Background: an optimization exercise with open tools, aiming at small area, a short achievable clock period and few clock cycles per item. Do not read the settings as production practice. The RTL was checked by simulation tests, not by an equivalence proof against the original design. Power is estimated from default activity; no workload was simulated.

tundra:
==> flow/design.v <==
package dmem_pkg;
    localparam logic [1:0] SIZE_BYTE = 2'b00;
    localparam logic [1:0] SIZE_HALF = 2'b01;
    localparam logic [1:0] SIZE_WORD = 2'b10;
    localparam logic [1:0] SIZE_RSVD = 2'b11;
    typedef enum logic [1:0] {
        IDLE = 2'd0,
        WAIT = 2'd1,
        RESP = 2'd2
    } state_e;
    function automatic logic [3:0] lane_sel(input logic [1:0] size, input logic [1:0] off);
        case (size)
            SIZE_BYTE: lane_sel = 4'b0001 << off;
            SIZE_HALF: lane_sel = off[1] ? 4'b1100 : 4'b0011;
            SIZE_WORD: lane_sel = 4'b1111;
            default:   lane_sel = 4'b0000;
        endcase
    endfunction
    function automatic logic [2:0] size_bytes(input logic [1:0] size);
        case (size)
            SIZE_BYTE: size_bytes = 3'd1;
            SIZE_HALF: size_bytes = 3'd2;
            SIZE_WORD: size_bytes = 3'd4;
            default:   size_bytes = 3'd0;
        endcase
    endfunction
endpackage
module byte_lane_ram #(
    parameter int ROWS  = 64,
    parameter int ROW_W = 6
) (
    input  logic        clk,
    input  logic [ROWS-1:0] row_i,
    input  logic [15:0] wsel_hi_n_i,
    input  logic [15:0] wsel_lo_n_i,
    input  logic [31:0] wdata_i,
    output logic [31:0] rdata_lo_o,
    output logic [31:0] rdata_hi_o
);
    logic [31:0] rows_q [ROWS];
    genvar gr, gl;
    generate
        for (gr = 0; gr < ROWS; gr++) begin : g_row
            for (gl = 0; gl < 4; gl++) begin : g_lane
                always_ff @(posedge clk) begin
                    if (!(wsel_hi_n_i[gr / 4] || wsel_lo_n_i[(gr % 4) * 4 + gl])) begin
                        rows_q[gr][31-8*gl -: 8] <= wdata_i[31-8*gl -: 8];
                    end
                end
            end
        end
    endgenerate
    always_comb begin
        rdata_lo_o = '0;
        rdata_hi_o = '0;
        for (int r = 0; r < ROWS / 2; r++) begin
            if (row_i[r]) rdata_lo_o = rdata_lo_o | rows_q[r];
        end
        for (int r = ROWS / 2; r < ROWS; r++) begin
            if (row_i[r]) rdata_hi_o = rdata_hi_o | rows_q[r];
        end
    end
endmodule
import dmem_pkg::*;
module data_memory_ctrl #(
    parameter int ADDR_W      = 8,
    parameter int DEPTH_BYTES = 256,
    parameter int WAIT_CYCLES = 0
) (
    input  logic              clk,
    input  logic              rst,
    input  logic              req_valid,
    output logic              req_ready,
    input  logic              req_we,
    input  logic [1:0]        req_size,
    input  logic              req_signed,
    input  logic [ADDR_W-1:0] req_addr,
    input  logic [31:0]       req_wdata,
    output logic              rsp_valid,
    output logic [31:0]       rsp_rdata,
    output logic              rsp_err,
    input  logic [31:0]       alu_result,
    input  logic              mem_to_reg,
    output logic [31:0]       wb_data
);
    localparam int ROWS  = DEPTH_BYTES / 4;
    localparam int ROW_W = (ROWS > 1) ? $clog2(ROWS) : 1;
    logic             req_err;
    logic [31:0]      req_lane_wdata;
    always_comb begin
        case (req_size)
            SIZE_BYTE: req_err = 1'b0;
            SIZE_HALF: req_err = req_addr[0];
            SIZE_WORD: req_err = (req_addr[1:0] != 2'b00);
            default:   req_err = 1'b1;
        endcase
        case (req_size)
            SIZE_BYTE: req_lane_wdata = {4{req_wdata[7:0]}};
            SIZE_HALF: req_lane_wdata = {2{req_wdata[15:0]}};
            default:   req_lane_wdata = req_wdata;
        endcase
    end
    logic              a_valid;
    logic [15:0]       a_wsel_hi_n;  
    logic [15:0]       a_wsel_lo_n;  
    logic              a_err;
    logic              a_zero;
    logic              a_signed;
    logic [1:0]        a_size;
    logic [1:0]        a_off;
    logic [ROWS-1:0]   a_row;
    logic [31:0]       a_wdata;
    logic        b_valid;
    logic        b_err;
    logic        b_zero;
    logic        b_signed;
    logic [1:0]  b_size;
    logic [1:0]  b_off;
    logic [31:0] b_rdata_lo;
    logic [31:0] b_rdata_hi;
    logic [31:0] b_rdata;
    logic        rsp_valid_q;
    logic        rsp_err_q;
    logic [31:0] rsp_rdata_q;
    logic [31:0] wb_q;
    logic [31:0] ram_rdata_lo;
    logic [31:0] ram_rdata_hi;
    logic [7:0]  sel_byte;
    logic [15:0] sel_half;
    logic [31:0] ext_data;
    assign req_ready = 1'b1;
    always_ff @(posedge clk or posedge rst) begin
        if (rst) begin
            a_valid   <= 1'b0;
            a_wsel_lo_n <= 16'hFFFF;
        end else begin
            a_valid     <= req_valid;
            a_wsel_lo_n <= 16'hFFFF;
            if (req_valid && req_we && !req_err) begin
                a_wsel_lo_n[4*req_addr[3:2] +: 4] <= ~dmem_pkg::lane_sel(req_size, req_addr[1:0]);
            end
        end
    end
    always_ff @(posedge clk) begin
        a_err    <= req_err;
        a_zero   <= req_err || req_we;
        a_signed <= req_signed;
        a_size   <= req_size;
        a_off    <= req_addr[1:0];
        a_row    <= ROWS'(1) << req_addr[ROW_W+1:2];
        a_wsel_hi_n <= ~(16'(1) << req_addr[ROW_W+1:4]);
        a_wdata  <= req_lane_wdata;
    end
    byte_lane_ram #(
        .ROWS  (ROWS),
        .ROW_W (ROW_W)
    ) u_ram (
        .clk     (clk),
        .row_i   (a_row),
        .wsel_hi_n_i(a_wsel_hi_n),
        .wsel_lo_n_i(a_wsel_lo_n),
        .wdata_i (a_wdata),
        .rdata_lo_o(ram_rdata_lo),
        .rdata_hi_o(ram_rdata_hi)
    );
    always_ff @(posedge clk or posedge rst) begin
        if (rst) b_valid <= 1'b0;
        else     b_valid <= a_valid;
    end
    always_ff @(posedge clk) begin
        b_err    <= a_err;
        b_zero   <= a_zero;
        b_signed <= a_signed;
        b_size   <= a_size;
        b_off    <= a_off;
        b_rdata_lo <= ram_rdata_lo;
        b_rdata_hi <= ram_rdata_hi;
    end
    assign b_rdata = b_rdata_lo | b_rdata_hi;
    always_comb begin
        case (b_off)
            2'd0:    sel_byte = b_rdata[31:24];
            2'd1:    sel_byte = b_rdata[23:16];
            2'd2:    sel_byte = b_rdata[15:8];
            default: sel_byte = b_rdata[7:0];
        endcase
        sel_half = b_off[1] ? b_rdata[15:0] : b_rdata[31:16];
        case (b_size)
            SIZE_BYTE: ext_data = {{24{b_signed & sel_byte[7]}}, sel_byte};
            SIZE_HALF: ext_data = {{16{b_signed & sel_half[15]}}, sel_half};
            default:   ext_data = b_rdata;
        endcase
    end
    always_ff @(posedge clk or posedge rst) begin
        if (rst) begin
            rsp_valid_q <= 1'b0;
            rsp_err_q   <= 1'b0;
            rsp_rdata_q <= 32'd0;
        end else begin
            rsp_valid_q <= b_valid;
            if (b_valid) begin
                rsp_err_q   <= b_err;
                rsp_rdata_q <= b_zero ? 32'd0 : ext_data;
            end
        end
    end
    always_ff @(posedge clk or posedge rst) begin
        if (rst) wb_q <= 32'd0;
        else     wb_q <= mem_to_reg ? rsp_rdata_q : alu_result;
    end
    assign rsp_valid = rsp_valid_q;
    assign rsp_rdata = rsp_rdata_q;
    assign rsp_err   = rsp_err_q;
    assign wb_data   = wb_q;
endmodule
Settings: LEC_CHECK=0, CAP_MARGIN=20, CORE_MARGIN=2, CORE_UTILIZATION=45, CTS_CLUSTER_DIAMETER=80, CTS_CLUSTER_SIZE=25, SETUP_SLACK_MARGIN=3.9, SLEW_MARGIN=20; clock period 6.5 ns.
run.sh (not shown) runs the stock make flow with config.mk's settings and CLKGATE_MAP_FILE= SYNTH_SCRIPT=/design/flow/synth_recipe.tcl, a recipe that flattens the netlist after the stock synthesis.
Testbench counts of tundra, summed over its fixed seeds: cycles 24,024, items 24,000.
Here is what was changed in the inputs of sierra compared with tundra.
--- a/flow/design.v
+++ b/flow/design.v
@@ -165,18 +165,27 @@
     );
     always_ff @(posedge clk or posedge rst) begin
         if (rst) b_valid <= 1'b0;
         else     b_valid <= a_valid;
     end
+    always_ff @(posedge clk or posedge rst) begin
+        if (rst) begin
+            b_err  <= 1'b0;
+            b_zero <= 1'b1;
+        end else if (a_valid) begin
+            b_err  <= a_err;
+            b_zero <= a_zero;
+        end
+    end
     always_ff @(posedge clk) begin
-        b_err    <= a_err;
-        b_zero   <= a_zero;
-        b_signed <= a_signed;
-        b_size   <= a_size;
-        b_off    <= a_off;
-        b_rdata_lo <= ram_rdata_lo;
-        b_rdata_hi <= ram_rdata_hi;
+        if (a_valid) begin
+            b_signed   <= a_signed;
+            b_size     <= a_size;
+            b_off      <= a_off;
+            b_rdata_lo <= ram_rdata_lo;
+            b_rdata_hi <= ram_rdata_hi;
+        end
     end
     assign b_rdata = b_rdata_lo | b_rdata_hi;
     always_comb begin
         case (b_off)
             2'd0:    sel_byte = b_rdata[31:24];
@@ -196,14 +205,12 @@
             rsp_valid_q <= 1'b0;
             rsp_err_q   <= 1'b0;
             rsp_rdata_q <= 32'd0;
         end else begin
             rsp_valid_q <= b_valid;
-            if (b_valid) begin
-                rsp_err_q   <= b_err;
-                rsp_rdata_q <= b_zero ? 32'd0 : ext_data;
-            end
+            rsp_err_q   <= b_err;
+            rsp_rdata_q <= b_zero ? 32'd0 : ext_data;
         end
     end
     always_ff @(posedge clk or posedge rst) begin
         if (rst) wb_q <= 32'd0;
         else     wb_q <= mem_to_reg ? rsp_rdata_q : alu_result;
Wire length of the first global-routing pass: sierra vs tundra up 1400 um
Per the comparison of sierra with tundra, power share of the clock group -0.9 points, setup slack +21 ps, synthesized cell count -about 0.9%, power -0.99%, non-clock inverter total of the final layout +1.
Post-route minimum period (sierra over tundra): decrease, 21 ps
Against tundra as the reference, sierra delivers a higher overall via count from detail_route.
Testbench counts of sierra, summed over its fixed seeds: cycles 24,024, items 24,000.

## afterwards: timing with drivers on the ports
In the flow no input, the clock included, has a driving cell. The finished layouts below were timed again as built, in two steps.
Step 1 (the two cells are an assumption about what drives the block):
set clk [get_ports {clk}]
set_driving_cell -lib_cell sky130_fd_sc_hd__clkbuf_16 $clk
set_driving_cell -lib_cell sky130_fd_sc_hd__buf_2 [delete_from_list [all_inputs] $clk]
Step 2 moves the port delays by t, midway between the first and last clock arrival at a register: inputs arrive t later, outputs are due t later. That takes back most of the time a late clock gives input paths.
Three values: ideal, step 1, step 2; two values: the first two.
run	t (ns)	setup WS [ns]	hold slack, ns
tundra	0.879	3.824 / 3.738 / 3.159	0.335 / 0.335 / 0.335
sierra	0.863	3.845 / 3.750 / 3.151	0.368 / 0.368 / 0.368
After both steps setup and hold are still met in every run listed. For sierra, which loses most, drivers alone change the setup slack by -0.095 ns; drivers and shift together by -0.694 ns.
